This is an optimization exercise on Yosys and OpenROAD, whose aim is small area, a short achievable clock period and few clock cycles per item, not a production implementation. The RTL was checked by simulation tests, not by an equivalence proof against the original design.

==> flow/design.v (outline; a module is shown in full before it is edited, if it fits) <==
// module hsbrgb_front: 27 lines
// module hsbrgb_route: 17 lines
// module hsbrgb_out: 16 lines
// module hsbrgb_l2: 135 lines
// module hsbrgb_l3: 329 lines
// module hsbrgb_l4: 179 lines
// module hsb_to_rgb_converter: 131 lines
module hsb_to_rgb_converter
(
    input  logic               clk,
    input  logic               rst_n,
    input  logic               in_valid,
    output logic               in_ready,
    input  logic [HUE_W-1:0]   hue_degrees,
    input  logic [PCT_W-1:0]   saturation_pct,
    input  logic [PCT_W-1:0]   brightness_pct,
    output logic               out_valid,
    input  logic               out_ready,
    output logic [LEVEL_W-1:0] red_level,
    output logic [LEVEL_W-1:0] green_level,
    output logic [LEVEL_W-1:0] blue_level
);
  // ...
==> flow/flow/run.sh <==
#!/bin/bash
# The standard layout (standard.sh, all steps), with two changes:
# - Yosys's synth runs without its early internal ABC pass (SYNTH_ARGS=-noabc),
#   so the explicit full/half adders of the datapath reach extract_fa as
#   written and map to adder cells without inverters between them; the
#   flow's own ABC mapping after adder extraction is unchanged;
# - every input and output port still gets a buffer, but a plain buf_2
#   (BUFFER_PORTS_ARGS) instead of the delay-cell buffer buffer_ports picks.
# The registers, the constraints and every other step are unchanged.
set -euo pipefail
bash standard.sh SYNTH_ARGS=-noabc "BUFFER_PORTS_ARGS=-buffer_cell sky130_fd_sc_hd__buf_2" finish > layout.log 2>&1
==> flow/standard.sh <==
#!/bin/bash
# synth_recipe.tcl (not shown) runs the flow's synth.tcl, then flattens the netlist and writes it again
# the make line also repeats each setting of config.mk as NAME=value (left out here)
make -C /OpenROAD-flow-scripts/flow DESIGN_CONFIG=/design/flow/config.mk WORK_HOME=/design/flow/orfs CLKGATE_MAP_FILE= SYNTH_SCRIPT=/design/flow/synth_recipe.tcl "${@:-finish}"
==> flow/config.mk <==
export PLATFORM = sky130hd
export DESIGN_NAME = hsb_to_rgb_converter
export DESIGN_NICKNAME = hsb_to_rgb_converter
export VERILOG_FILES = /design/flow/design.v
export SDC_FILE = /design/flow/constraint.sdc
export NUM_CORES = 4
export LEC_CHECK = 0
export ABC_CLOCK_PERIOD_IN_PS = 3000
export CAP_MARGIN = 20
export CORE_MARGIN = 2
export CORE_UTILIZATION = 40
export SETUP_SLACK_MARGIN = 5
export SLEW_MARGIN = 20
==> flow/constraint.sdc <==
create_clock -name core_clock -period 10.0 [get_ports {clk}]
set_input_delay 2.0000 -clock core_clock [delete_from_list [all_inputs] [get_ports {clk}]]
set_output_delay 2.0000 -clock core_clock [all_outputs]
set_load 0.01 [all_outputs]
==> impl_results.md, run 1 <==
- Outcome: no timing/DRC/antenna violations
- DR WL met3: 908 µm
- Synthesized-area fraction occupied by and/or/nand/nor cells: 14.02%
- Post-synth ARST share: 3.077%
- Worst-Skew Late Latency: 0.43 ns
- R2r setup slk: 5.25 ns
- Die H: 207.6 µm
- Worst-Margin Slew: 0.9394 ns
- Period utilization: 47.64%
- Hold_sp: vb4_reg[4]
- R2R Path End: vm_out_reg[5]
- Vias: 10920
- Synth Area per Inst: 10.70 µm²
- Hold depth: 0
- Most frequent cells in the layout: 251 x fa_1, 206 x inv_1, 160 x ha_1, 159 x and2_1, 126 x edfxtp_1
- Hold Fails Final Rpt: 0
- Dominant kind of cell: multi-input combinational cells
- Compound-gate portion of the synthesized area: 10.57%
- Reg area: 3884 µm²
- FF+latch count, synth: 130
- Post-DP Area: 17410 µm²
- Met1 capacity usage during global routing: 22.19%
- CTS Buf Count: 17
- Total I/O pin count: 53
- Crit path DAT: 2.76 ns
- Final ANT Viol Nets: 0
- Final setup fails: 0
- Setup Total Neg Slack: 0 ns
- Clk slew on worst S/H paths: 0.06 ns
- CLK BUF: 19
Testbench counts, summed over its fixed seeds: cycles 24,024, items 24,000.
==> run 2: changes to the inputs <==
==> flow/flow/run.sh (replaced) <==
#!/bin/bash
set -euo pipefail
bash standard.sh SYNTH_ARGS=-noabc SETUP_SLACK_MARGIN=5.45 "BUFFER_PORTS_ARGS=-buffer_cell sky130_fd_sc_hd__buf_2" finish > layout.log 2>&1
==> run 2 against run 1 <==
Compared with the run above: via count grew 1.6%; critical path depth unchanged; fmax increased by 5.6%; count of clock-buffer cells in the layout stayed put; worst setup slack better by 0.25 ns; cell count increased by 1.8%; design area up 2.3%; die area stayed put; sequential share of layout area down 0.49 points; synthesized area stayed put; critical path type unchanged; largest cell class unchanged.
==> impl_results.md, run 2 <==
- R2r setup slk: 5.62 ns (was 5.25 ns)
- R2R depth: 12 (was 11)
- Tmin final: 4.513 ns (was 4.764 ns)
- Startpoint Class: primary input (unchanged)
- Hold_sp: vb4_reg[0] (was vb4_reg[4])
- Syn nets: 1988 (unchanged)
- Post-synth ARST share: 3.077% (unchanged)
- Hold depth: 0 (unchanged)
- Synth unique cells: 74 (unchanged)
- Die X: 207.6 µm (unchanged)
- Worst setup startpoint: out_ready (unchanged)
- Layout cell share with drive strength beyond 1: 11.29% (was 8.030%)
- Final ANT Viol Nets: 0 (unchanged)
- CTS Buf Count: 17 (unchanged)
- Fmax: 221.6 MHz (was 209.9 MHz)
- Crit path DAT: 2.51 ns (was 2.76 ns)
- # clock sinks: 130 (unchanged)
- Wirelength per Cell: 15.60 µm (was 15.31 µm)
- Core box area: 40920 µm² (unchanged)
- All-Layer GR Usage: 16.41% (was 16.00%)
- Min-Delay Endpoint: vb_out_reg[0] (was vb_out_reg[4])
- Slew headroom: 37.48% (was 37.37%)
- Maxcap violations: 0 (unchanged)
- Outcome: no timing/DRC/antenna violations (unchanged)
- Die H: 207.6 µm (unchanged)
- Sequential share of the synthesized area: 23.42% (unchanged)
- Pre-antenna DRT Iters: 5 (unchanged)
- Placed wire-length estimate: 26350 µm (unchanged)
- Worst Setup End Kind: output pin (unchanged)
- Final setup fails: 0 (unchanged)
- GR Overflow Total: 0 (unchanged)
- Pin count of the biggest net entering global routing: 78 (unchanged)
- Unrepaired setup endpoints after global routing: true (was false)
- Vias per cell: 5.065 (was 5.076)
- Synth Area per Inst: 10.70 µm² (unchanged)
- Vias: 11090 (was 10920)
- Global-route wire length before repair: 57490 µm (was 56390 µm)
- Crit Path Class: primary input to output pin (unchanged)
- Vias in the first global route: 11530 (was 11380)
- Largest register FFs: 20 (unchanged)
- Worst-Margin Slew: 0.9378 ns (was 0.9394 ns)
- HP Class: register to register (unchanged)
- 1st-iter DRT viols: 703 (was 571)
- Post-Syn Area: 16580 µm² (unchanged)
- Main synth FF type: edfxtp_1 (unchanged)
- Antenna cells: 0 (unchanged)
- Routability Congestion: 0.8317 (unchanged)
- Site Rows: 74 (unchanged)
- Skew final: 0.01214 ns (was 0.01188 ns)
- Clock root cell: clkbuf_16 (unchanged)
- Initial antenna violation count: 1 (was 0)
- H-tree levels: 4 (unchanged)
- R2R Path End: vm_out_reg[2] (was vm_out_reg[5])
- Crit path required time: 8.00 ns (about the same)
- Net count reported at finish: 2082 (was 2044)
- Commonest non-fill, non-tap cell in the layout: fa_1 (unchanged)
- Worst-path maximum fanout: 3 (was 28)
- Final wirelength: 34150 µm (was 32930 µm)
- R2R Path Start: q4_reg[15] (was q4_reg[18])
- I/O Buffers: 52 (unchanged)
- Worst-Skew Late Latency: 0.43 ns (about the same)
- Leading area contributor after synthesis: fa_1 (unchanged)
- Synth Instances: 1550 (unchanged)
- Yosys warning count: 3 (unchanged)
- Max Slew Vio Count: 0 (unchanged)
- Residual DRC: 0 (unchanged)
- Synth cell count leaders: 251 x fa_1, 206 x inv_1, 160 x ha_1, 159 x and2_1, 126 x edfxtp_1 (unchanged)
- Fillers: 3825 (was 3858)
- Post-CTS Hold Fix Bufs: 0 (unchanged)
- Initial Util: 40.53% (unchanged)
- Top post-synthesis cells by area: fa_1 30%, edfxtp_1 23%, ha_1 12%, and2_1 6.0%, inv_1 4.7% (unchanged)
- Most frequent cell after synthesis: fa_1 (unchanged)
- Hold Fails Final Rpt: 0 (unchanged)
- Total I/O pin count: 53 (unchanged)
- CTS tree: built (unchanged)
- Clk slew on worst S/H paths: 0.06 ns (about the same)
- Setup Total Neg Slack: 0 ns (unchanged)
- Most frequent cells in the layout: 251 x fa_1, 206 x inv_1, 159 x and2_1, 158 x ha_1, 126 x edfxtp_1 (was 251 x fa_1, 206 x inv_1, 160 x ha_1, 159 x and2_1, 126 x edfxtp_1)
- Period utilization: 45.13% (was 47.64%)
- FF+latch count, synth: 130 (unchanged)
- Max Buffers Root-to-Sink: 2 (unchanged)
- Full die area: 43110 µm² (unchanged)
- P&R area growth vs syn: 11.86% (was 9.325%)
- Synth top area share: 30.30% (unchanged)
- Post-synth EDFFs: 126 (unchanged)
[run 2: what timing repair did]
| action | CTS | global route |
|---|---|---|
| gates cloned | 2 | 0 |
| gates resized for setup | 2 | 23 |
| buffers inserted | 29 | 23 |
| pin swaps | 0 | 4 |
| hold endpoints to repair | 0 | 0 |
| setup endpoints to repair | 22 | 32 |
[run 2: cell families (layout without fill, tap and decap cells)]
family          Yosys count  after routing  synth area share, %
compound gates          262            262                10.57
xor+xnor                 59             59                3.161
fa+ha+maj               411            411                42.37
buf+inv                 240            345                5.462
flops                   130            130                23.42
mux                      16             16                1.003
simple gates            432            434                14.02
[run 2: layer usage]
metal  wire (µm)  up-vias  global-route usage [%]
li1            -     5397                       -
met1       16360     5487                   22.77
met2       16310      174                   27.09
met3         985       30                   2.073
met4         504        0                   4.744
met5           0        -                       0
[run 2: area by class of cell]
class | instances | area, µm² | share of cell area, %
Timing Repair Buffer | 107 | 673.1 | 3.629
Clock buffer | 19 | 432.9 | 2.334
Inverter | 206 | 773.2 | 4.168
Multi-Input combinational cell | 1182 | 11960 | 64.47
Sequential cell | 130 | 3884 | 20.93
Tap cell | 532 | 665.6 | 3.588
Clock inverter | 13 | 162.7 | 0.8768
[run 2: metrics by stage]
step / instance area [µm²] / cells / hold WS [ns] / setup slack [ns] / util, %
3_5_place_dp: 17410 / 2103 / 0.4045 / 4.975 / 42.54
6_report: 18550 / 2189 / 0.4159 / 5.487 / 45.33
4_1_cts: 18250 / 2166 / 0.4184 / 5.439 / 44.60
2_1_floorplan: 16590 / 1550 / 0.4003 / 5.027 / -
5_1_grt: 18550 / 2189 / 0.4165 / 5.413 / 45.33
3_3_place_gp: 17410 / 2103 / 0.4030 / 4.973 / 42.54
[run 2: worst max-delay path by stage]
stage	slack, ns	cells after the start	endpoint
after global placement	4.97	3	in_ready
after detailed placement	4.97	3	in_ready
after global routing	5.41	13	q4_reg[19]
final	5.49	3	in_ready
after floorplan	5.03	1	in_ready
after CTS	5.44	3	in_ready
[run 2: critical path, stage by stage]
cell	delay, ns
buf_2	0.15
nand2b_4	0.18
buf_4	0.18
==> run 3: changes to the inputs <==
--- a/flow/config.mk
+++ b/flow/config.mk
@@ -9,5 +9,6 @@
 export CAP_MARGIN = 20
 export CORE_MARGIN = 2
 export CORE_UTILIZATION = 40
+export CTS_BUF_LIST = sky130_fd_sc_hd__clkbuf_8
 export SETUP_SLACK_MARGIN = 5
 export SLEW_MARGIN = 20
==> run 3 against run 2 <==
Compared with the run above: still clean; critical path depth did not move; design area fell by 0.99%; sequential share of layout area rose by 0.21 points; routed wire length fell by 0.99%; highest routed layer unchanged.
==> impl_results.md, run 3 <==
- CP bufs+invs: 2 (unchanged)
- Synth cell count leaders: 251 x fa_1, 206 x inv_1, 160 x ha_1, 159 x and2_1, 126 x edfxtp_1 (unchanged)
- I/O Buffers: 52 (unchanged)
- Top delay family on crit path: buffers and inverters (unchanged)
- Setup slack at placement: 4.975 ns (unchanged)
- Setup Total Neg Slack: 0 ns (unchanged)
- Synth top area share: 30.30% (unchanged)
- Unrepaired setup endpoints after global routing: true (unchanged)
- Vias: 11090 (unchanged)
- Placed wire-length estimate: 26350 µm (unchanged)
- 1st-iter DRT viols: 622 (was 703)
- P&R area growth vs syn: 10.75% (was 11.86%)
- Slew headroom: 37.18% (was 37.48%)
- FF+latch count, synth: 130 (unchanged)
- Most used cell, CP: buf_2
- Period utilization: 45.11% (was 45.13%)
- Yosys warning count: 3 (unchanged)
- Clock root cell: clkbuf_8 (was clkbuf_16)
- Initial Util: 40.53% (unchanged)
- Final setup fails: 0 (unchanged)
- Syn nets: 1988 (unchanged)
- Residual DRC: 0 (unchanged)
- Most frequent cells in the layout: 251 x fa_1, 208 x inv_1, 159 x and2_1, 158 x ha_1, 126 x edfxtp_1 (was 251 x fa_1, 206 x inv_1, 159 x and2_1, 158 x ha_1, 126 x edfxtp_1)
- Die H: 207.6 µm (unchanged)
- Hold depth: 0 (unchanged)
- Core box area: 40920 µm² (unchanged)
- Pin count of the biggest net entering global routing: 78 (unchanged)
- Post-Syn Area: 16580 µm² (unchanged)
- Crit path required time: 8.00 ns (about the same)
- H-tree levels: 4 (unchanged)
- R2R depth: 12 (unchanged)
- Synth Instances: 1550 (unchanged)
- Startpoint Class: primary input (unchanged)
- # clock sinks: 130 (unchanged)
- Global-route wire length before repair: 57370 µm (was 57490 µm)
- Slowest CP cell: nand2b_4 (unchanged)
- Synth Area per Inst: 10.70 µm² (unchanged)
- Post-synth EDFFs: 126 (unchanged)
- Worst Setup End Kind: output pin (unchanged)
- Tmin final: 4.511 ns (was 4.513 ns)
- R2r setup slk: 5.62 ns (about the same)
- Max Buffers Root-to-Sink: 2 (unchanged)
- Site Rows: 74 (unchanged)
- Max Slew Vio Count: 0 (unchanged)
- Net count reported at finish: 2083 (was 2082)
- Vias per cell: 5.061 (was 5.065)
- Final wirelength: 33810 µm (was 34150 µm)
- CTS Buf Count: 17 (unchanged)
- Crit path depth: 3 (unchanged)
- Synth unique cells: 74 (unchanged)
- Layout cell share with drive strength beyond 1: 11.34% (was 11.29%)
- Worst Slack Setup Final: 5.489 ns (was 5.487 ns)
- Pre-antenna DRT Iters: 5 (unchanged)
- Worst-Skew Late Latency: 0.48 ns (was 0.43 ns)
- Top post-synthesis cells by area: fa_1 30%, edfxtp_1 23%, ha_1 12%, and2_1 6.0%, inv_1 4.7% (unchanged)
- Fmax: 221.7 MHz (was 221.6 MHz)
- Main synth FF type: edfxtp_1 (unchanged)
- Final ANT Viol Nets: 0 (unchanged)
- GR Overflow Total: 0 (unchanged)
- Crit path DAT: 2.51 ns (about the same)
- CTS tree: built (unchanged)
- Total I/O pin count: 53 (unchanged)
- Leading area contributor after synthesis: fa_1 (unchanged)
- Wirelength per Cell: 15.43 µm (was 15.60 µm)
- Largest register FFs: 20 (unchanged)
- Commonest non-fill, non-tap cell in the layout: fa_1 (unchanged)
- Initial antenna violation count: 1 (unchanged)
- Vias in the first global route: 11560 (was 11530)
- Routability Congestion: 0.8317 (unchanged)
- Crit Path Class: primary input to output pin (unchanged)
- Full die area: 43110 µm² (unchanged)
- HP Class: register to register (unchanged)
- Skew final: 0.01931 ns (was 0.01214 ns)
- Die X: 207.6 µm (unchanged)
- All-Layer GR Usage: 16.39% (was 16.41%)
- Clk slew on worst S/H paths: 0.07 ns (was 0.06 ns)
- Worst-path maximum fanout: 4 (was 3)
- Hold Fails Final Rpt: 0 (unchanged)
- Crit path cell chain: buf_2 -> nand2b_4 -> buf_2 (was buf_2 -> nand2b_4 -> buf_4)
- Post-synth ARST share: 3.077% (unchanged)
- Worst-Margin Slew: 0.9423 ns (was 0.9378 ns)
- Outcome: no timing/DRC/antenna violations (unchanged)
- Maxcap violations: 0 (unchanged)
- Sequential share of the synthesized area: 23.42% (unchanged)
- Slowest stage delay, CP: 0.19 ns (was 0.18 ns)
- Most frequent cell after synthesis: fa_1 (unchanged)
run 3: logic make-up (layout without fill, tap and decap cells):
kind of cell	Yosys count	count (layout)	share of synthesized area, %
and+or+nand+nor	432	434	14.02
adders and majority gates	411	411	42.37
AOI/OAI and AO/OA	262	262	10.57
buffers and inverters	240	346	5.462
DFF	130	130	23.42
xor gates and xnor gates	59	59	3.161
muxes	16	16	1.003
other	0	1	0
run 3: worst paths after layout:
check / start / end
max in group asynchronous: rst_n / out_valid_reg
max: out_ready / in_ready
min reg2reg: vb4_reg[0] / vb_out_reg[0]
min: vb4_reg[0] / vb_out_reg[0]
min in group asynchronous: rst_n / s2_valid_reg
max reg2reg: q4_reg[15] / vm_out_reg[6]
run 3: layout make-up:
type | count | area (µm²)
Antenna cell | 1 | 2.502
Inverter | 206 | 773.2
Timing Repair Buffer | 108 | 678.2
Fill cell | 3859 | 22560
Sequential cell | 130 | 3884
Tap cell | 532 | 665.6
Clock inverter | 15 | 170.2
Clock buffer | 17 | 234.0
Multi-Input combinational cell | 1182 | 11960
run 3: layer usage:
layer	GRT usage (%)	up-vias	part of all wire, %
met5	0	-	0
met4	4.769	0	1.5
met3	2.526	29	3.1
met2	27.07	181	48
met1	22.43	5481	47
li1	-	5397	-
run 3: worst register-to-register path: cells and delay by family (launching register included):
kind | cells | cell delay (ns)
fa+ha+maj | 5 | 2.25
compound gates | 5 | 1.15
buf+inv | 1 | 0.19
xor+xnor | 1 | 0.09
flops | 1 | 0.47
run 3: timing repair:
action | CTS | global route
gates cloned | 2 | 0
hold buffers | 0 | 0
resized for setup | 2 | 22
pin swaps | 0 | 5
setup buffers | 29 | 24
setup endpoints to repair | 26 | 24
run 3: per-stage QoR:
step	utilization (%)	hold WS (ns)	cell area, µm²	instances
2_1_floorplan	-	0.4003	16590	1550
3_3_place_gp	42.54	0.4030	17410	2103
3_5_place_dp	42.54	0.4045	17410	2103
4_1_cts	44.13	0.4233	18060	2166
5_1_grt	44.88	0.4212	18370	2191
6_report	44.88	0.4211	18370	2191
==> run 4: changes to the inputs <==
==> flow/flow/run.sh (replaced) <==
#!/bin/bash
set -euo pipefail
bash standard.sh SYNTH_ARGS=-noabc SETUP_SLACK_MARGIN=5.7 "BUFFER_PORTS_ARGS=-buffer_cell sky130_fd_sc_hd__buf_2" finish > layout.log 2>&1
--- a/flow/config.mk
+++ b/flow/config.mk
@@ -9,6 +9,5 @@
 export CAP_MARGIN = 20
 export CORE_MARGIN = 2
 export CORE_UTILIZATION = 40
-export CTS_BUF_LIST = sky130_fd_sc_hd__clkbuf_8
 export SETUP_SLACK_MARGIN = 5
 export SLEW_MARGIN = 20
==> run 4 against run 3 <==
Compared with the run above: first-iteration DRC count fell by 3.1%; flip-flop and latch count did not move; critical path type unchanged; worst hold slack got worse by 0.0050 ns; design area rose by 5.2%; still clean; critical endpoint unchanged; non-clock buffer count rose by 36; synthesized area did not move; synthesized cell count did not move; largest cell class unchanged; clock skew fell by 0.0038 ns; highest routed layer unchanged.
==> impl_results.md, run 4 <==
- Placed wire-length estimate: 26680 µm (was 26350 µm)
- Leading area contributor after synthesis: fa_1 (unchanged)
- Worst-path maximum fanout: 2 (was 4)
- Global-route wire length before repair: 58150 µm (was 57370 µm)
- R2R Path End: vm_out_reg[2] (was vm_out_reg[6])
- Post-synth EDFFs: 126 (unchanged)
- R2R depth: 11 (was 12)
- Max Slew Vio Count: 0 (unchanged)
- Worst-Margin Slew: 0.8804 ns (was 0.9423 ns)
- CP endpoint: in_ready (unchanged)
- Antenna cells: 0 (was 1)
- Total I/O pin count: 53 (unchanged)
- Initial Util: 40.53% (unchanged)
- Synth unique cells: 74 (unchanged)
- Layout Cells excl Fill: 2224 (was 2191)
- CTS tree: built (unchanged)
- Slew headroom: 41.31% (was 37.18%)
- Met1 capacity usage during global routing: 22.49% (was 22.43%)
- P&R area growth vs syn: 16.51% (was 10.75%)
- Final wirelength: 35340 µm (was 33810 µm)
- Syn nets: 1988 (unchanged)
- Vias in the first global route: 11700 (was 11560)
- Reg area: 3884 µm² (unchanged)
- Period utilization: 43.67% (was 45.11%)
- Post-synth ARST share: 3.077% (unchanged)
- Yosys warning count: 3 (unchanged)
- All-Layer GR Usage: 16.57% (was 16.39%)
- Commonest non-fill, non-tap cell in the layout: fa_1 (unchanged)
- Sequential share of the synthesized area: 23.42% (unchanged)
- Crit path DAT: 2.37 ns (was 2.51 ns)
- Synth top area share: 30.30% (unchanged)
- FF+latch count, synth: 130 (unchanged)
- Clock root cell: clkbuf_16 (was clkbuf_8)
- Core Util, Final: 47.22% (was 44.88%)
- Main synth FF type: edfxtp_1 (unchanged)
- Initial antenna violation count: 0 (was 1)
- Post-layout instance area: 19320 µm² (was 18370 µm²)
- H-tree levels: 4 (unchanged)
- Post-Syn Area: 16580 µm² (unchanged)
- 1st-iter DRT viols: 603 (was 622)
- Net count reported at finish: 2117 (was 2083)
- Worst setup startpoint: out_ready (unchanged)
- Worst-Skew Late Latency: 0.44 ns (was 0.48 ns)
- Most used cell, CP: buf_6 (was buf_2)
- Crit path cell chain: buf_6 -> nand2b_4 -> buf_6 (was buf_2 -> nand2b_4 -> buf_2)
- Die H: 207.6 µm (unchanged)
- GR Overflow Total: 0 (unchanged)
- Maxcap violations: 0 (unchanged)
- Crit Path Class: primary input to output pin (unchanged)
- Met3 Usage GRT: 2.345% (was 2.526%)
- Largest register FFs: 20 (unchanged)
- Residual DRC: 0 (unchanged)
- Top post-synthesis cells by area: fa_1 30%, edfxtp_1 23%, ha_1 12%, and2_1 6.0%, inv_1 4.7% (unchanged)
- GR Util met2: 27.66% (was 27.07%)
- Synth Instances: 1550 (unchanged)
- Slowest CP cell: nand2b_4 (unchanged)
- R2r setup slk: 5.68 ns (was 5.62 ns)
- Min Hold Slack: 0.4161 ns (was 0.4211 ns)
- Wirelength per Cell: 15.89 µm (was 15.43 µm)
- Tmin final: 4.367 ns (was 4.511 ns)
- Fillers: 3735 (was 3859)
- Pin count of the biggest net entering global routing: 68 (was 78)
- Vias: 11330 (was 11090)
- Synth Area per Inst: 10.70 µm² (unchanged)
- Clk slew on worst S/H paths: 0.06 ns (was 0.07 ns)
- Startpoint Class: primary input (unchanged)
- Outcome: no timing/DRC/antenna violations (unchanged)
- Layout cell share with drive strength beyond 1: 16.96% (was 11.34%)
- Skew final: 0.01551 ns (was 0.01931 ns)
- Die X: 207.6 µm (unchanged)
- CTS Buf Count: 17 (unchanged)
- Final ANT Viol Nets: 0 (unchanged)
- Vias per cell: 5.096 (was 5.061)
- Hold Fails Final Rpt: 0 (unchanged)
- Area occupied by multi-input gates: 12390 µm² (was 11960 µm²)
- GR peak layer: met2 (unchanged)
- HP Class: register to register (unchanged)
- Most frequent cell after synthesis: fa_1 (unchanged)
- Fmax: 229.0 MHz (was 221.7 MHz)
- Max Buffers Root-to-Sink: 2 (unchanged)
- Core box area: 40920 µm² (unchanged)
- # clock sinks: 130 (unchanged)
- R2R Path Start: q4_reg[14] (was q4_reg[15])
- Setup Total Neg Slack: 0 ns (unchanged)
- Most frequent cells in the layout: 240 x fa_1, 201 x inv_1, 152 x and2_1, 142 x ha_1, 126 x edfxtp_1 (was 251 x fa_1, 208 x inv_1, 159 x and2_1, 158 x ha_1, 126 x edfxtp_1)
- Placed instance count: 2103 (unchanged)
- Full die area: 43110 µm² (unchanged)
- Synth cell count leaders: 251 x fa_1, 206 x inv_1, 160 x ha_1, 159 x and2_1, 126 x edfxtp_1 (unchanged)
- Post-DP Area: 17440 µm² (was 17410 µm²)
- Crit path required time: 8.00 ns (about the same)
- Unrepaired setup endpoints after global routing: true (unchanged)
- Site Rows: 74 (unchanged)
- Routability Congestion: 0.8535 (was 0.8317)
- Pre-antenna DRT Iters: 7 (was 5)
- I/O Buffers: 52 (unchanged)
- Worst Setup End Kind: output pin (unchanged)
- Slowest stage delay, CP: 0.15 ns (was 0.19 ns)
- Final setup fails: 0 (unchanged)
[run 4: cell counts after synthesis]
No cell type changed its count.
[run 4: critical path, delay by kind of cell]
| kind | cells | cell delay (ns) |
|---|---|---|
| simple gates | 1 | 0.15 |
| buf+inv | 2 | 0.22 |
[run 4: final cells by class]
cell class | count | share of cell area [%]
Tap cell | 532 | 3.445
Clock inverter | 13 | 0.9648
Timing Repair Buffer | 144 | 5.102
Clock buffer | 19 | 2.240
Inverter | 206 | 4.021
Sequential cell | 130 | 20.10
Multi-Input combinational cell | 1180 | 64.13
[run 4: cell families (layout without fill, tap and decap cells)]
logic type | count (synthesis) | count (layout) | synth area share, %
AND/OR/NAND/NOR | 432 | 432 | 14.02
adder cells (fa/ha/maj) | 411 | 411 | 42.37
AO/OA/AOI/OAI | 262 | 262 | 10.57
buffers and inverters | 240 | 382 | 5.462
flip-flops | 130 | 130 | 23.42
XOR/XNOR | 59 | 59 | 3.161
multiplexers | 16 | 16 | 1.003
[run 4: worst min-delay path by stage]
stage,from,cells after the start,to
3_5_place_dp,sec3_reg[2],0,sec4_reg[2]
3_3_place_gp,vb4_reg[1],0,vb_out_reg[1]
2_1_floorplan,sec2_reg[0],0,sec3_reg[0]
6_report,vp4_reg[3],0,vp_out_reg[3]
5_1_grt,vp4_reg[7],0,vp_out_reg[7]
4_1_cts,vb4_reg[4],0,vb_out_reg[4]
[run 4: repair_timing]
| action | 4_1_cts | 5_1_grt |
|---|---|---|
| pin swaps | 14 | 66 |
| hold buffers | 0 | 0 |
| gates resized for setup | 42 | 76 |
| endpoints found under the setup margin | 55 | 42 |
| gates cloned | 0 | 0 |
| setup buffers | 45 | 44 |
[run 4: per-layer routing]
| layer | vias to the layer above | routed length [µm] |
|---|---|---|
| met1 | 5644 | 16480 |
| met5 | - | 0 |
| li1 | 5467 | - |
| met3 | 38 | 1041 |
| met2 | 184 | 17260 |
| met4 | 0 | 562 |
[run 4: stage by stage]
step,worst slack (ns)
after global placement,5.315
final,5.633
after CTS,5.611
after floorplan,5.027
after detailed placement,5.175
after global routing,5.590
==> run 5: changes to the inputs <==
==> flow/flow/run.sh (replaced) <==
#!/bin/bash
set -euo pipefail
bash standard.sh SYNTH_ARGS=-noabc SETUP_SLACK_MARGIN=5.55 "BUFFER_PORTS_ARGS=-buffer_cell sky130_fd_sc_hd__buf_2" finish > layout.log 2>&1
--- a/flow/config.mk
+++ b/flow/config.mk
@@ -9,5 +9,6 @@
 export CAP_MARGIN = 20
 export CORE_MARGIN = 2
 export CORE_UTILIZATION = 40
+export CTS_BUF_LIST = sky130_fd_sc_hd__clkbuf_8
 export SETUP_SLACK_MARGIN = 5
 export SLEW_MARGIN = 20
==> run 5 against run 4 <==
Compared with the run above: still clean; synthesized area unchanged; sequential share of layout area up 0.83 points.
==> impl_results.md, run 5 <==
- GR Util met2: 27.56% (was 27.66%)
- Yosys warning count: 3 (unchanged)
- Unrepaired setup endpoints after global routing: true (unchanged)
- Top post-synthesis cells by area: fa_1 30%, edfxtp_1 23%, ha_1 12%, and2_1 6.0%, inv_1 4.7% (unchanged)
- Hold_sp: vp4_reg[4] (was vp4_reg[3])
- Slowest CP cell: nand2b_4 (unchanged)
- Met1 capacity usage during global routing: 22.30% (was 22.49%)
- Final setup fails: 0 (unchanged)
- Met3 Usage GRT: 2.027% (was 2.345%)
- Synth top area share: 30.30% (unchanged)
- Worst-Margin Slew: 0.8929 ns (was 0.8804 ns)
- Crit path required time: 8.00 ns (about the same)
- # clock sinks: 130 (unchanged)
- Hold depth: 0 (unchanged)
- Pin count of the biggest net entering global routing: 74 (was 68)
- Antenna cells: 0 (unchanged)
- Period utilization: 44.31% (was 43.67%)
- Crit path cell chain: buf_2 -> nand2b_4 -> buf_6 (was buf_6 -> nand2b_4 -> buf_6)
- Worst-Skew Late Latency: 0.46 ns (was 0.44 ns)
- All-Layer GR Usage: 16.45% (was 16.57%)
- Initial antenna violation count: 0 (unchanged)
- I/O Buffers: 52 (unchanged)
- Vias: 11150 (was 11330)
- Full die area: 43110 µm² (unchanged)
- Post-layout instance area: 18560 µm² (was 19320 µm²)
- Final ANT Viol Nets: 0 (unchanged)
- Residual DRC: 0 (unchanged)
- GR Overflow Total: 0 (unchanged)
- Largest register FFs: 20 (unchanged)
- Net count reported at finish: 2079 (was 2117)
- Maxcap violations: 0 (unchanged)
- Outcome: no timing/DRC/antenna violations (unchanged)
- Layout cell share with drive strength beyond 1: 12.83% (was 16.96%)
- Synth unique cells: 74 (unchanged)
- Worst Setup End Kind: output pin (unchanged)
- H-tree levels: 4 (unchanged)
- Most frequent cell after synthesis: fa_1 (unchanged)
- 1st-iter DRT viols: 636 (was 603)
- Synth Area per Inst: 10.70 µm² (unchanged)
- Max Slew Vio Count: 0 (unchanged)
- Post-synth ARST share: 3.077% (unchanged)
- Placed wire-length estimate: 26910 µm (was 26680 µm)
- R2r setup slk: 5.66 ns (was 5.68 ns)
- Fmax: 225.7 MHz (was 229.0 MHz)
- Min-Delay Endpoint: vp_out_reg[4] (was vp_out_reg[3])
- Vias per cell: 5.103 (was 5.096)
- Synth Instances: 1550 (unchanged)
- Post-DP Area: 17440 µm² (about the same)
- P&R area growth vs syn: 11.90% (was 16.51%)
- Commonest non-fill, non-tap cell in the layout: fa_1 (unchanged)
- Core Util, Final: 45.35% (was 47.22%)
- Min Hold Slack: 0.4202 ns (was 0.4161 ns)
- Syn nets: 1988 (unchanged)
- Die H: 207.6 µm (unchanged)
- GR peak layer: met2 (unchanged)
- FF+latch count, synth: 130 (unchanged)
- Post-Syn Area: 16580 µm² (unchanged)
- CP bufs+invs: 2 (unchanged)
- Routability Congestion: 0.8446 (was 0.8535)
- Crit Path Class: primary input to output pin (unchanged)
- Area occupied by multi-input gates: 12190 µm² (was 12390 µm²)
- Initial Util: 40.53% (unchanged)
- R2R depth: 13 (was 11)
- Clk slew on worst S/H paths: 0.06 ns (about the same)
- Leading area contributor after synthesis: fa_1 (unchanged)
- Clock root cell: clkbuf_8 (was clkbuf_16)
- R2R Path End: q4_reg[19] (was vm_out_reg[2])
- Skew final: 0.01723 ns (was 0.01551 ns)
- Global-route wire length before repair: 58040 µm (was 58150 µm)
- Synth cell count leaders: 251 x fa_1, 206 x inv_1, 160 x ha_1, 159 x and2_1, 126 x edfxtp_1 (unchanged)
- Crit path DAT: 2.43 ns (was 2.37 ns)
- Max Buffers Root-to-Sink: 2 (unchanged)
- Vias in the first global route: 11640 (was 11700)
- Final wirelength: 34400 µm (was 35340 µm)
- Slew headroom: 40.47% (was 41.31%)
- Top delay family on crit path: buffers and inverters (unchanged)
- Reg area: 3884 µm² (unchanged)
- Pre-antenna DRT Iters: 5 (was 7)
- Tmin final: 4.431 ns (was 4.367 ns)
- Setup Total Neg Slack: 0 ns (unchanged)
- Site Rows: 74 (unchanged)
- Startpoint Class: primary input (unchanged)
- CTS Buf Count: 17 (unchanged)
- CTS tree: built (unchanged)
- Slowest stage delay, CP: 0.19 ns (was 0.15 ns)
- Worst-path maximum fanout: 2 (unchanged)
- R2R Path Start: b3_reg[2] (was q4_reg[14])
- Sequential share of the synthesized area: 23.42% (unchanged)
- Most frequent cells in the layout: 247 x fa_1, 206 x inv_1, 159 x and2_1, 144 x ha_1, 126 x edfxtp_1 (was 240 x fa_1, 201 x inv_1, 152 x and2_1, 142 x ha_1, 126 x edfxtp_1)
- Wirelength per Cell: 15.74 µm (was 15.89 µm)
- Crit path depth: 3 (unchanged)
- Total I/O pin count: 53 (unchanged)
- Main synth FF type: edfxtp_1 (unchanged)
- Core box area: 40920 µm² (unchanged)
- Die X: 207.6 µm (unchanged)
- Post-synth EDFFs: 126 (unchanged)
- HP Class: register to register (unchanged)
- Fillers: 3780 (was 3735)
- Hold Fails Final Rpt: 0 (unchanged)
==> run 5: through the flow <==
step	worst slack [ns]	cells
after floorplan	5.027	1550
after global placement	5.286	2105
after detailed placement	5.181	2105
after CTS	5.495	2165
after global routing	5.458	2185
final	5.569	2185
==> run 5: cell families after synthesis <==
kind of cell / synth area share [%]
multiplexers: 1.003
XOR/XNOR: 3.161
buffers and inverters: 5.462
AO/OA/AOI/OAI: 10.57
flip-flops: 23.42
adder cells (fa/ha/maj): 42.37
AND/OR/NAND/NOR: 14.02
==> run 5: worst max-delay path by stage <==
stage,startpoint,end,slack [ns]
after global placement,b3_reg[1],q4_reg[18],5.29
after CTS,b3_reg[1],q4_reg[19],5.49
after detailed placement,q4_reg[16],vm_out_reg[5],5.18
after global routing,x3_reg[8],q4_reg[14],5.46
final,out_ready,in_ready,5.57
after floorplan,out_ready,in_ready,5.03
==> run 5: per-layer routing <==
layer	share of wire (%)	vias up	wire, µm
li1	-	5382	-
met1	47	5556	16220
met2	48	182	16470
met3	2.8	31	967
met4	2.2	0	743
met5	0	-	0
==> run 5: final cells by class <==
class / count / area share (%)
clock buffers: 17 / 1.261
clock inverters: 14 / 0.6674
inverters: 206 / 4.166
multi-input cells: 1180 / 65.66
flip-flops and latches: 130 / 20.93
well taps: 532 / 3.587
repair buffers: 106 / 3.728
==> run 5: what timing repair did <==
item / CTS / global route
endpoints found under the setup margin: 39 / 33
setup buffers: 29 / 20
pin swaps: 1 / 26
gates cloned: 0 / 0
gates resized for setup: 13 / 55
hold buffers: 0 / 0
==> run 6: changes to the inputs <==
--- a/flow/config.mk
+++ b/flow/config.mk
@@ -8,7 +8,7 @@
 export ABC_CLOCK_PERIOD_IN_PS = 3000
 export CAP_MARGIN = 20
 export CORE_MARGIN = 2
-export CORE_UTILIZATION = 40
+export CORE_UTILIZATION = 50
 export CTS_BUF_LIST = sky130_fd_sc_hd__clkbuf_8
 export SETUP_SLACK_MARGIN = 5
 export SLEW_MARGIN = 20
==> run 6 against run 5 <==
Compared with the run above: clock skew down 0.0031 ns; fmax shrank 0.53%; critical endpoint unchanged; highest routed layer unchanged; critical path type unchanged; via count grew 0.11%; synthesized area unchanged; design area is 0.51% higher; cell count is 3.2% lower.
==> impl_results.md, run 6 <==
- Outcome: no timing/DRC/antenna violations (unchanged)
- H-tree levels: 4 (unchanged)
- R2R Path End: bc3_reg[12] (was q4_reg[19])
- Final wirelength: 34620 µm (was 34400 µm)
- Slowest CP cell: nand2b_4 (unchanged)
- R2R depth: 15 (was 13)
- Startpoint Class: primary input (unchanged)
- Worst-Skew Late Latency: 0.45 ns (was 0.46 ns)
- FF+latch count, synth: 130 (unchanged)
- Initial Util: 50.84% (was 40.53%)
- Max Slew Vio Count: 0 (unchanged)
- Min Hold Slack: 0.4134 ns (was 0.4202 ns)
- Initial antenna violation count: 0 (unchanged)
- Post-synth ARST share: 3.077% (unchanged)
- Reg area: 3884 µm² (unchanged)
- Final setup fails: 0 (unchanged)
- Hold Fails Final Rpt: 0 (unchanged)
- Leading area contributor after synthesis: fa_1 (unchanged)
- Skew final: 0.01418 ns (was 0.01723 ns)
- Vias per cell: 5.281 (was 5.103)
- Area occupied by multi-input gates: 12140 µm² (was 12190 µm²)
- Die X: 186.1 µm (was 207.6 µm)
- Post-layout instance area: 18650 µm² (was 18560 µm²)
- Main synth FF type: edfxtp_1 (unchanged)
- Core box area: 32620 µm² (was 40920 µm²)
- Max Buffers Root-to-Sink: 2 (unchanged)
- Crit Path Class: primary input to output pin (unchanged)
- Yosys warning count: 3 (unchanged)
- Slowest stage delay, CP: 0.20 ns (was 0.19 ns)
- Unrepaired setup endpoints after global routing: true (unchanged)
- Most used cell, CP: buf_6
- Tmin final: 4.454 ns (was 4.431 ns)
- Synth unique cells: 74 (unchanged)
- Layout Cells excl Fill: 2114 (was 2185)
- Worst-path maximum fanout: 6 (was 2)
- Setup Total Neg Slack: 0 ns (unchanged)
- Crit path DAT: 2.45 ns (was 2.43 ns)
- Post-Syn Area: 16580 µm² (unchanged)
- Synth Instances: 1550 (unchanged)
- # clock sinks: 130 (unchanged)
- Total I/O pin count: 53 (unchanged)
- Crit path required time: 8.00 ns (about the same)
- Post-CTS Hold Fix Bufs: 0 (unchanged)
- Residual DRC: 0 (unchanged)
- Synth top area share: 30.30% (unchanged)
- Pin count of the biggest net entering global routing: 68 (was 74)
- All-Layer GR Usage: 21.16% (was 16.45%)
- CP endpoint: in_ready (unchanged)
- Synth cell count leaders: 251 x fa_1, 206 x inv_1, 160 x ha_1, 159 x and2_1, 126 x edfxtp_1 (unchanged)
- Fmax: 224.5 MHz (was 225.7 MHz)
- Clk slew on worst S/H paths: 0.08 ns (was 0.06 ns)
- Placed wire-length estimate: 26740 µm (was 26910 µm)
- Post-synth EDFFs: 126 (unchanged)
- Maxcap violations: 0 (unchanged)
- GR Overflow Total: 0 (unchanged)
- Clock root cell: clkbuf_8 (unchanged)
- Wirelength per Cell: 16.38 µm (was 15.74 µm)
- Global-route wire length before repair: 57070 µm (was 58040 µm)
- Syn nets: 1988 (unchanged)
- P&R area growth vs syn: 12.47% (was 11.90%)
- CP bufs+invs: 2 (unchanged)
- Post-DP Area: 17310 µm² (was 17440 µm²)
- Commonest non-fill, non-tap cell in the layout: fa_1 (unchanged)
- Layout cell share with drive strength beyond 1: 13.76% (was 12.83%)
- Routability Congestion: 0.8463 (was 0.8446)
- Net count reported at finish: 2097 (was 2079)
- Most frequent cells in the layout: 245 x fa_1, 207 x inv_1, 159 x and2_1, 148 x ha_1, 126 x edfxtp_1 (was 247 x fa_1, 206 x inv_1, 159 x and2_1, 144 x ha_1, 126 x edfxtp_1)
- Die H: 186.1 µm (was 207.6 µm)
- Pre-antenna DRT Iters: 4 (was 5)
- I/O Buffers: 52 (unchanged)
- Worst Setup End Kind: output pin (unchanged)
- Period utilization: 44.54% (was 44.31%)
- Crit path cell chain: buf_6 -> nand2b_4 -> buf_6 (was buf_2 -> nand2b_4 -> buf_6)
- Top delay family on crit path: buffers and inverters (unchanged)
- Worst setup startpoint: out_ready (unchanged)
- Final ANT Viol Nets: 0 (unchanged)
- Crit path depth: 3 (unchanged)
- Hold depth: 0 (unchanged)
- Vias in the first global route: 11290 (was 11640)
- Sequential share of the synthesized area: 23.42% (unchanged)
- Top post-synthesis cells by area: fa_1 30%, edfxtp_1 23%, ha_1 12%, and2_1 6.0%, inv_1 4.7% (unchanged)
- HP Class: register to register (unchanged)
- Most frequent cell after synthesis: fa_1 (unchanged)
- Vias: 11160 (was 11150)
- Slew headroom: 41.03% (was 40.47%)
- Worst-Margin Slew: 0.8846 ns (was 0.8929 ns)
- Fillers: 2796 (was 3780)
- Antenna cells: 0 (unchanged)
- CTS tree: built (unchanged)
- R2r setup slk: 5.62 ns (was 5.66 ns)
- Synth Area per Inst: 10.70 µm² (unchanged)
- Placed instance count: 2013 (was 2105)
- Largest register FFs: 20 (unchanged)
- CTS Buf Count: 17 (unchanged)
- Site Rows: 66 (was 74)
- 1st-iter DRT viols: 544 (was 636)
- Full die area: 34640 µm² (was 43110 µm²)
- R2R Path Start: s2_reg[1] (was b3_reg[2])
run 6: cell families after synthesis:
| group | share of synthesized area, % |
|---|---|
| and+or+nand+nor | 14.02 |
| AOI/OAI and AO/OA | 10.57 |
| buffers and inverters | 5.462 |
| adders and majority gates | 42.37 |
| DFF | 23.42 |
| xor gates and xnor gates | 3.161 |
| muxes | 1.003 |
run 6: cell type report:
class	count	area share (%)
Multi-Input combinational cell	1180	65.11
Clock buffer	20	1.476
Sequential cell	130	20.82
Tap cell	442	2.965
Inverter	206	4.145
Clock inverter	12	1.087
Timing Repair Buffer	124	4.400
run 6: how the worst min path moves through the flow:
stage,start,end,slack [ns]
global route,vp4_reg[6],vp_out_reg[6],0.43
detailed placement,vb4_reg[3],vb_out_reg[3],0.40
floorplan,sec2_reg[0],sec3_reg[0],0.40
CTS,vp4_reg[6],vp_out_reg[6],0.42
finish,vp4_reg[6],vp_out_reg[6],0.41
global placement,vp4_reg[4],vp_out_reg[4],0.40
run 6: worst reg2reg max path, delay by kind of cell (launching register included):
family / cells / cell delay, ns
adders and majority gates: 5 / 1.98
AOI/OAI and AO/OA: 4 / 0.93
DFF: 1 / 0.47
xor gates and xnor gates: 2 / 0.32
and+or+nand+nor: 2 / 0.32
buffers and inverters: 2 / 0.20
run 6: what timing repair did:
action	in CTS	in global routing
pin swaps	0	26
gates cloned	0	0
buffers inserted	30	39
gates resized for setup	13	53
endpoints found under the setup margin	40	30
run 6: per-stage QoR:
| step | setup slack [ns] | utilization, % |
|---|---|---|
| detailed placement | 5.135 | 53.06 |
| global placement | 5.156 | 53.06 |
| finish | 5.546 | 57.18 |
| global route | 5.424 | 57.18 |
| floorplan | 5.027 | - |
| CTS | 5.413 | 55.45 |
run 6: per-layer routing:
metal / wire length (µm) / global-route usage [%]
met1: 16460 / 29.51
met2: 16810 / 35.63
met3: 897 / 2.524
met4: 447 / 4.913
met5: 0 / 0
==> module hsb_to_rgb_converter, before the edit <==
module hsb_to_rgb_converter
(
    input  logic               clk,
    input  logic               rst_n,
    input  logic               in_valid,
    output logic               in_ready,
    input  logic [HUE_W-1:0]   hue_degrees,
    input  logic [PCT_W-1:0]   saturation_pct,
    input  logic [PCT_W-1:0]   brightness_pct,
    output logic               out_valid,
    input  logic               out_ready,
    output logic [LEVEL_W-1:0] red_level,
    output logic [LEVEL_W-1:0] green_level,
    output logic [LEVEL_W-1:0] blue_level
);
    logic advance;
    logic s2_valid_reg;
    logic s3_valid_reg;
    logic s4_valid_reg;
    logic out_valid_reg;
    logic [RAW_W-1:0] raw_in;
    logic [6:0] f_b, f_s;
    logic [5:0] f_rp;
    logic [2:0] f_sec;
    logic [6:0] b2_reg, s2_reg;
    logic [5:0] rp2_reg;
    logic [2:0] sec2_reg;
    logic [12:0] l2_x;
    logic [13:0] l2_bc;
    logic [12:0] x3_reg;
    logic [13:0] bc3_reg;
    logic [6:0]  b3_reg;
    logic [2:0]  sec3_reg;
    logic [19:0] l3_q;
    logic [7:0]  l3_vp;
    logic [7:0]  l3_vb;
    logic [19:0] q4_reg;
    logic [7:0]  vp4_reg;
    logic [7:0]  vb4_reg;
    logic [2:0]  sec4_reg;
    logic [7:0] l4_vm;
    logic [7:0] vb_out_reg;
    logic [7:0] vm_out_reg;
    logic [7:0] vp_out_reg;
    logic [2:0] sec_out_reg;
    assign raw_in    = {hue_degrees, saturation_pct, brightness_pct};
    assign advance   = !out_valid_reg || out_ready;
    assign in_ready  = advance;
    assign out_valid = out_valid_reg;
    always_ff @(posedge clk or negedge rst_n)
    begin
        if (!rst_n)
        begin
            s2_valid_reg  <= 1'b0;
            s3_valid_reg  <= 1'b0;
            s4_valid_reg  <= 1'b0;
            out_valid_reg <= 1'b0;
        end
        else if (advance)
        begin
            s2_valid_reg  <= in_valid;
            s3_valid_reg  <= s2_valid_reg;
            s4_valid_reg  <= s3_valid_reg;
            out_valid_reg <= s4_valid_reg;
        end
    end
    always_ff @(posedge clk)
    begin
        if (advance)
        begin
            b2_reg      <= f_b;
            s2_reg      <= f_s;
            rp2_reg     <= f_rp;
            sec2_reg    <= f_sec;
            x3_reg      <= l2_x;
            bc3_reg     <= l2_bc;
            b3_reg      <= b2_reg;
            sec3_reg    <= sec2_reg;
            q4_reg      <= l3_q;
            vp4_reg     <= l3_vp;
            vb4_reg     <= l3_vb;
            sec4_reg    <= sec3_reg;
            vb_out_reg  <= vb4_reg;
            vm_out_reg  <= l4_vm;
            vp_out_reg  <= vp4_reg;
            sec_out_reg <= sec4_reg;
        end
    end
    hsbrgb_front u_front
    (
        .h    (raw_in[RAW_W-1 -: HUE_W]),
        .s_in (raw_in[2*PCT_W-1 -: PCT_W]),
        .b_in (raw_in[PCT_W-1:0]),
        .b    (f_b),
        .s    (f_s),
        .rp   (f_rp),
        .sec  (f_sec)
    );
    hsbrgb_l2 u_l2
    (
        .b  (b2_reg),
        .s  (s2_reg),
        .rp (rp2_reg),
        .x  (l2_x),
        .bc (l2_bc)
    );
    hsbrgb_l3 u_l3
    (
        .b  (b3_reg),
        .x  (x3_reg),
        .bc (bc3_reg),
        .q  (l3_q),
        .vp (l3_vp),
        .vb (l3_vb)
    );
    hsbrgb_l4 u_l4
    (
        .q  (q4_reg),
        .vm (l4_vm)
    );
    hsbrgb_out u_out
    (
        .vb    (vb_out_reg),
        .vm    (vm_out_reg),
        .vp    (vp_out_reg),
        .sec   (sec_out_reg),
        .red   (red_level),
        .green (green_level),
        .blue  (blue_level)
    );
endmodule
==> run 7: changes to the inputs <==
--- a/flow/design.v
+++ b/flow/design.v
@@ -752,7 +752,7 @@
     logic [2:0] sec_out_reg;
     assign raw_in    = {hue_degrees, saturation_pct, brightness_pct};
     assign advance   = !out_valid_reg || out_ready;
-    assign in_ready  = advance;
+    assign in_ready  = out_ready;
     assign out_valid = out_valid_reg;
     always_ff @(posedge clk or negedge rst_n)
     begin
@@ -765,7 +765,7 @@
         end
         else if (advance)
         begin
-            s2_valid_reg  <= in_valid;
+            s2_valid_reg  <= in_valid && out_ready;
             s3_valid_reg  <= s2_valid_reg;
             s4_valid_reg  <= s3_valid_reg;
             out_valid_reg <= s4_valid_reg;
--- a/flow/config.mk
+++ b/flow/config.mk
@@ -8,7 +8,7 @@
 export ABC_CLOCK_PERIOD_IN_PS = 3000
 export CAP_MARGIN = 20
 export CORE_MARGIN = 2
-export CORE_UTILIZATION = 50
+export CORE_UTILIZATION = 40
 export CTS_BUF_LIST = sky130_fd_sc_hd__clkbuf_8
 export SETUP_SLACK_MARGIN = 5
 export SLEW_MARGIN = 20
==> run 7 against run 6 <==
Compared with the run above: still clean on timing, DRC and antenna; via count fell by 3.9%; synthesized cell count shrank 3.3%.
==> impl_results.md, run 7 <==
- Outcome: no timing/DRC/antenna violations (unchanged)
- Vias: 10730 (was 11160)
- Post-CTS Hold Fix Bufs: 0 (unchanged)
- Worst Slack Setup Final: 5.433 ns (was 5.546 ns)
- DR WL met3: 1045 µm (was 897 µm)
- Largest register FFs: 20 (unchanged)
- Commonest non-fill, non-tap cell in the layout: fa_1 (unchanged)
- Full die area: 42330 µm² (was 34640 µm²)
- Worst Setup End Kind: register (was output pin)
- Area occupied by multi-input gates: 11860 µm² (was 12140 µm²)
- Top delay family on crit path: adder cells (was buffers and inverters)
- Synth Instances: 1499 (was 1550)
- FF+latch count, synth: 130 (unchanged)
- Fillers: 3723 (was 2796)
- R2R depth: 13 (was 15)
- Top post-synthesis cells by area: fa_1 31%, edfxtp_1 23%, ha_1 12%, and2_1 6.3%, inv_1 4.5% (was fa_1 30%, edfxtp_1 23%, ha_1 12%, and2_1 6.0%, inv_1 4.7%)
- Worst-Margin Slew: 0.8955 ns (was 0.8846 ns)
- I/O Buffers: 52 (unchanged)
- Post-synth ARST share: 3.077% (unchanged)
- Crit Path Class: register to register (was primary input to output pin)
- Setup slack at placement: 5.184 ns (was 5.135 ns)
- Met2 WL: 16230 µm (was 16810 µm)
- Tmin final: 4.567 ns (was 4.454 ns)
- Max Slew Vio Count: 0 (unchanged)
- Sequential share of the synthesized area: 23.86% (was 23.42%)
- Final setup fails: 0 (unchanged)
- Reg area: 3884 µm² (unchanged)
- Pre-antenna DRT Iters: 6 (was 4)
- Leading area contributor after synthesis: fa_1 (unchanged)
- CP bufs+invs: 0 (was 2)
- Min-Delay Endpoint: vp_out_reg[4] (was vp_out_reg[6])
- CTS tree: built (unchanged)
- Main synth FF type: edfxtp_1 (unchanged)
- Crit path required time: 10.21 ns (was 8.00 ns)
- Pin count of the biggest net entering global routing: 69 (was 68)
- Global-route wire length before repair: 56080 µm (was 57070 µm)
- Slowest stage delay, CP: 0.60 ns (was 0.20 ns)
- Most used cell, CP: fa_1 (was buf_6)
- Max Buffers Root-to-Sink: 2 (unchanged)
- Unrepaired setup endpoints after global routing: true (unchanged)
- H-tree levels: 4 (unchanged)
- Slowest CP cell: fa_1 (was nand2b_4)
- Synth Area per Inst: 10.86 µm² (was 10.70 µm²)
- Skew final: 0.01159 ns (was 0.01418 ns)
- Clk slew on worst S/H paths: 0.08 ns (about the same)
- Final ANT Viol Nets: 0 (unchanged)
- Most frequent cell after synthesis: fa_1 (unchanged)
- Crit path DAT: 4.77 ns (was 2.45 ns)
- Die H: 205.7 µm (was 186.1 µm)
- DRT met1 WL: 16150 µm (was 16460 µm)
- Slew headroom: 40.30% (was 41.03%)
- R2R Path Start: q4_reg[14] (was s2_reg[1])
- R2R Path End: vm_out_reg[7] (was bc3_reg[12])
- Hold_sp: vp4_reg[4] (was vp4_reg[6])
- Initial Util: 40.79% (was 50.84%)
- Syn nets: 1937 (was 1988)
- Site Rows: 73 (was 66)
- Top Metal Used: met4 (unchanged)
- Synth unique cells: 68 (was 74)
- Routability Congestion: 0.8470 (was 0.8463)
- Wirelength per Cell: 15.72 µm (was 16.38 µm)
- Post-Syn Area: 16280 µm² (was 16580 µm²)
- Die X: 205.7 µm (was 186.1 µm)
- Maxcap violations: 0 (unchanged)
- # clock sinks: 130 (unchanged)
- Min Hold Slack: 0.4183 ns (was 0.4134 ns)
- All-Layer GR Usage: 16.72% (was 21.16%)
- Worst-path maximum fanout: 6 (unchanged)
- Vias per cell: 4.992 (was 5.281)
- Period utilization: 45.67% (was 44.54%)
- Net count reported at finish: 2050 (was 2097)
- GR Overflow Total: 0 (unchanged)
- Total I/O pin count: 53 (unchanged)
- Yosys warning count: 3 (unchanged)
- Vias in the first global route: 11110 (was 11290)
- Antenna cells: 0 (unchanged)
- 1st-iter DRT viols: 550 (was 544)
- P&R area growth vs syn: 12.98% (was 12.47%)
- Initial antenna violation count: 0 (unchanged)
- Most frequent cells in the layout: 245 x fa_1, 194 x inv_1, 159 x and2_1, 145 x ha_1, 126 x edfxtp_1 (was 245 x fa_1, 207 x inv_1, 159 x and2_1, 148 x ha_1, 126 x edfxtp_1)
- Residual DRC: 0 (unchanged)
- Final wirelength: 33800 µm (was 34620 µm)
- HP Class: register to register (unchanged)
- Placed instance count: 2044 (was 2013)
- Setup Total Neg Slack: 0 ns (unchanged)
- CTS Buf Count: 17 (unchanged)
- Startpoint Class: register (was primary input)
- Layout Cells excl Fill: 2150 (was 2114)
- Layout cell share with drive strength beyond 1: 14.28% (was 13.76%)
- Synth top area share: 30.87% (was 30.30%)
- Crit path cell chain: fa_1 -> fa_1 -> fa_1 -> fa_1 -> ha_1 -> o211ai_1 -> nor2_4 -> a2111oi_4 -> o21ai_2 -> o41ai_4 -> o211ai_2 -> a21oi_2 -> xnor2_1 (was buf_6 -> nand2b_4 -> buf_6)
- Placed wire-length estimate: 25790 µm (was 26740 µm)
- Hold depth: 0 (unchanged)
- Clock root cell: clkbuf_8 (unchanged)
- Synth cell count leaders: 251 x fa_1, 197 x inv_1, 165 x and2_1, 160 x ha_1, 126 x edfxtp_1 (was 251 x fa_1, 206 x inv_1, 160 x ha_1, 159 x and2_1, 126 x edfxtp_1)
- Fmax: 219.0 MHz (was 224.5 MHz)
- Hold Fails Final Rpt: 0 (unchanged)
- Core box area: 39910 µm² (was 32620 µm²)
- R2r setup slk: 5.43 ns (was 5.62 ns)
- Worst-Skew Late Latency: 0.47 ns (was 0.45 ns)
- Post-synth EDFFs: 126 (unchanged)
run 7: cell count changes after synthesis, moves of 6 or more:
cell	change
a21o_1	+6
a21oi_1	-17
and2_1	+6
inv_1	-9
nand2_1	-6
nand3_1	-7
o211ai_1	-7
o21ai_0	-10
o21ai_1	+11
xor2_1	+6
run 7: cell families after synthesis:
family,Yosys count,synth area share [%]
buffers and inverters,234,5.457
flip-flops,130,23.86
adder cells (fa/ha/maj),411,43.16
AND/OR/NAND/NOR,414,13.57
XOR/XNOR,62,3.336
multiplexers,13,0.8224
AO/OA/AOI/OAI,235,9.792
run 7: worst max path at each step:
stage,from,end,slack (ns),cells past startpoint
5_1_grt,q4_reg[14],vm_out_reg[5],5.27,13
3_3_place_gp,bc3_reg[11],vp4_reg[7],5.24,14
3_5_place_dp,bc3_reg[11],vp4_reg[7],5.18,14
2_1_floorplan,q4_reg[14],vm_out_reg[7],5.52,13
4_1_cts,q4_reg[14],vm_out_reg[7],5.40,13
6_report,q4_reg[14],vm_out_reg[7],5.43,13
run 7: timing repair:
item	4_1_cts	5_1_grt
buffers inserted	39	35
pin swaps	6	34
endpoints found under the setup margin	48	30
hold endpoints to repair	0	0
cloned	0	0
gates resized for setup	9	53
run 7: layer usage:
metal  GRT usage [%]  vias up
met3           2.756       24
met1           23.33     5334
li1                -     5215
met5               0        -
met4           3.751        0
met2           27.36      159
run 7: final cells by class:
type	count	area share, %
inverter	199	4.082
timing repair buffer	129	4.694
sequential	130	21.12
clock buffer	17	1.272
tap	525	3.571
multi-input combinational	1135	64.50
clock inverter	15	0.7687
run 7: per-stage QoR:
stage          util, %  instance area [µm²]
2_1_floorplan        -                16330
3_3_place_gp     42.92                17130
3_5_place_dp     42.92                17130
4_1_cts          44.76                17860
5_1_grt          46.08                18390
6_report         46.08                18390
Testbench counts of run 7, summed over its fixed seeds: cycles 24,024, items 24,000.
==> run 8: changes to the inputs <==
==> flow/flow/run.sh (replaced) <==
#!/bin/bash
set -euo pipefail
bash standard.sh SYNTH_ARGS=-noabc SETUP_SLACK_MARGIN=5.65 "BUFFER_PORTS_ARGS=-buffer_cell sky130_fd_sc_hd__buf_2" finish > layout.log 2>&1
==> run 8 against run 7 <==
Compared with the run above: first-iteration DRC count shrank 6.7%; synthesized cell count is the same; core utilization grew 0.62 points; worst hold slack lost 0.0070 ns; clock skew grew 0.0029 ns; synthesized area is the same.
==> impl_results.md, run 8 <==
- Synth Area per Inst: 10.86 µm² (unchanged)
- Startpoint Class: register (unchanged)
- Crit path depth: 13 (unchanged)
- Skew final: 0.01444 ns (was 0.01159 ns)
- Placed wire-length estimate: 25770 µm (was 25790 µm)
- P&R area growth vs syn: 14.50% (was 12.98%)
- Largest register FFs: 20 (unchanged)
- Area occupied by multi-input gates: 11980 µm² (was 11860 µm²)
- Synth cell count leaders: 251 x fa_1, 197 x inv_1, 165 x and2_1, 160 x ha_1, 126 x edfxtp_1 (unchanged)
- Leading area contributor after synthesis: fa_1 (unchanged)
- Final setup fails: 0 (unchanged)
- FF+latch count, synth: 130 (unchanged)
- Hold depth: 0 (unchanged)
- Crit path required time: 10.21 ns (about the same)
- HP Class: register to register (unchanged)
- Worst-path maximum fanout: 5 (was 6)
- Slew headroom: 41.70% (was 40.30%)
- Residual DRC: 0 (unchanged)
- Crit path DAT: 4.74 ns (was 4.77 ns)
- Fmax: 220.7 MHz (was 219.0 MHz)
- Worst-Margin Slew: 0.8745 ns (was 0.8955 ns)
- Final ANT Viol Nets: 0 (unchanged)
- Most used cell, CP: fa_2 (was fa_1)
- R2r setup slk: 5.47 ns (was 5.43 ns)
- Most frequent cell after synthesis: fa_1 (unchanged)
- Synth top area share: 30.87% (unchanged)
- Die X: 205.7 µm (unchanged)
- Vias per cell: 5.012 (was 4.992)
- Max Buffers Root-to-Sink: 2 (unchanged)
- CTS Buf Count: 17 (unchanged)
- Reg area: 3884 µm² (unchanged)
- R2R Path End: vm_out_reg[7] (unchanged)
- Post-synth EDFFs: 126 (unchanged)
- Sequential share of the synthesized area: 23.86% (unchanged)
- Antenna cells: 0 (unchanged)
- H-tree levels: 4 (unchanged)
- Core box area: 39910 µm² (unchanged)
- Outcome: no timing/DRC/antenna violations (unchanged)
- Post-synth ARST share: 3.077% (unchanged)
- Min-Delay Endpoint: vb_out_reg[4] (was vp_out_reg[4])
- Site Rows: 73 (unchanged)
- 1st-iter DRT viols: 513 (was 550)
- Final wirelength: 33900 µm (was 33800 µm)
- Tmin final: 4.531 ns (was 4.567 ns)
==> run 8: final cells by class <==
type | instances | share of cell area (%)
repair buffers | 140 | 5.115
inverters | 199 | 4.027
flip-flops and latches | 130 | 20.83
clock inverters | 15 | 0.9867
clock buffers | 17 | 1.255
multi-input cells | 1135 | 64.26
well taps | 525 | 3.524
==> run 8: cells by family (layout without fill, tap and decap cells) <==
| group | after synthesis | count (layout) | synth area share [%] |
|---|---|---|---|
| simple gates | 414 | 414 | 13.57 |
| fa+ha+maj | 411 | 411 | 43.16 |
| compound gates | 235 | 235 | 9.792 |
| buf+inv | 234 | 371 | 5.457 |
| flops | 130 | 130 | 23.86 |
| xor+xnor | 62 | 62 | 3.336 |
| mux | 13 | 13 | 0.8224 |
==> run 8: worst register-to-register path, stage by stage (launching register included) <==
cell	delay, ns
edfxtp_1	0.55
fa_2	0.53
fa_1	0.51
fa_2	0.56
fa_2	0.46
ha_4	0.19
a211oi_4	0.27
nor2_4	0.05
a2111oi_4	0.33
o21ai_2	0.14
o41ai_4	0.32
o211ai_2	0.15
a21oi_2	0.15
xnor2_1	0.07
==> run 8: what timing repair did <==
action	in CTS	in global routing
endpoints found under the setup margin	50	38
hold endpoints to repair	0	0
setup buffers	52	33
gates resized for setup	16	64
pin swaps	7	55
==> run 8: metrics by stage <==
step | setup slack [ns] | utilization [%] | instance area [µm²] | instances
2_1_floorplan | 5.524 | - | 16340 | 1499
3_3_place_gp | 5.246 | 42.96 | 17150 | 2044
3_5_place_dp | 5.082 | 42.96 | 17150 | 2044
4_1_cts | 5.413 | 45.26 | 18060 | 2128
5_1_grt | 5.240 | 46.70 | 18640 | 2161
6_report | 5.469 | 46.70 | 18640 | 2161
==> run 8: routing by layer <==
metal	part of all wire, %	vias to the layer above	global-route usage [%]
li1	-	5232	-
met1	47	5359	23.11
met2	48	198	27.98
met3	4.0	42	2.708
met4	1.7	0	4.368
met5	0	-	0
==> run 8: worst max path at each step <==
stage | startpoint | slack (ns) | endpoint
2_1_floorplan | q4_reg[14] | 5.52 | vm_out_reg[7]
3_3_place_gp | q4_reg[14] | 5.25 | vm_out_reg[7]
3_5_place_dp | bc3_reg[11] | 5.08 | vp4_reg[7]
4_1_cts | q4_reg[14] | 5.41 | vm_out_reg[7]
5_1_grt | q4_reg[12] | 5.24 | vm_out_reg[7]
6_report | q4_reg[18] | 5.47 | vm_out_reg[7]

-- afterwards: timing with drivers on the ports --
No port has a modelled driver above. Below, the same layouts with a new extraction and two added sets of constraints.
Step 1 assumes that a clkbuf_16 drives the clock port and a buf_2 every other input.
Step 2 times the ports against the registers' clock, not the clock port: input delays grow and output delays shrink by t, the midpoint of the rising clock arrivals with the driver on.
Three values: ideal ports, drivers, drivers and shift; two values: the first two.
run	shift t [ns]	setup slack, ns	worst setup path after step 2	latest minus earliest clock arrival (ns)	worst data-port slew with drivers (ns)
run 1	0.482	5.236 / 5.212 / 5.212	input to output	0.011 / 0.012	0.04
run 2	0.481	5.487 / 5.465 / 5.465	input to output	0.012 / 0.013	0.04
run 3	0.525	5.489 / 5.466 / 5.466	input to output	0.019 / 0.020	0.04
run 4	0.482	5.633 / 5.601 / 5.601	input to output	0.017 / 0.017	0.04
run 5	0.500	5.569 / 5.550 / 5.550	input to output	0.017 / 0.017	0.03
run 6	0.491	5.546 / 5.511 / 5.459	input to register	0.020 / 0.019	0.04
run 7	0.510	5.433 / 5.433 / 5.433	register to register	0.012 / 0.011	0.03
run 8	0.506	5.469 / 5.469 / 5.469	register to register	0.019 / 0.019	0.03
After both steps setup and hold are still met in every run listed. For run 6, which loses most, drivers alone change the setup slack by -0.035 ns; drivers and shift together by -0.087 ns.
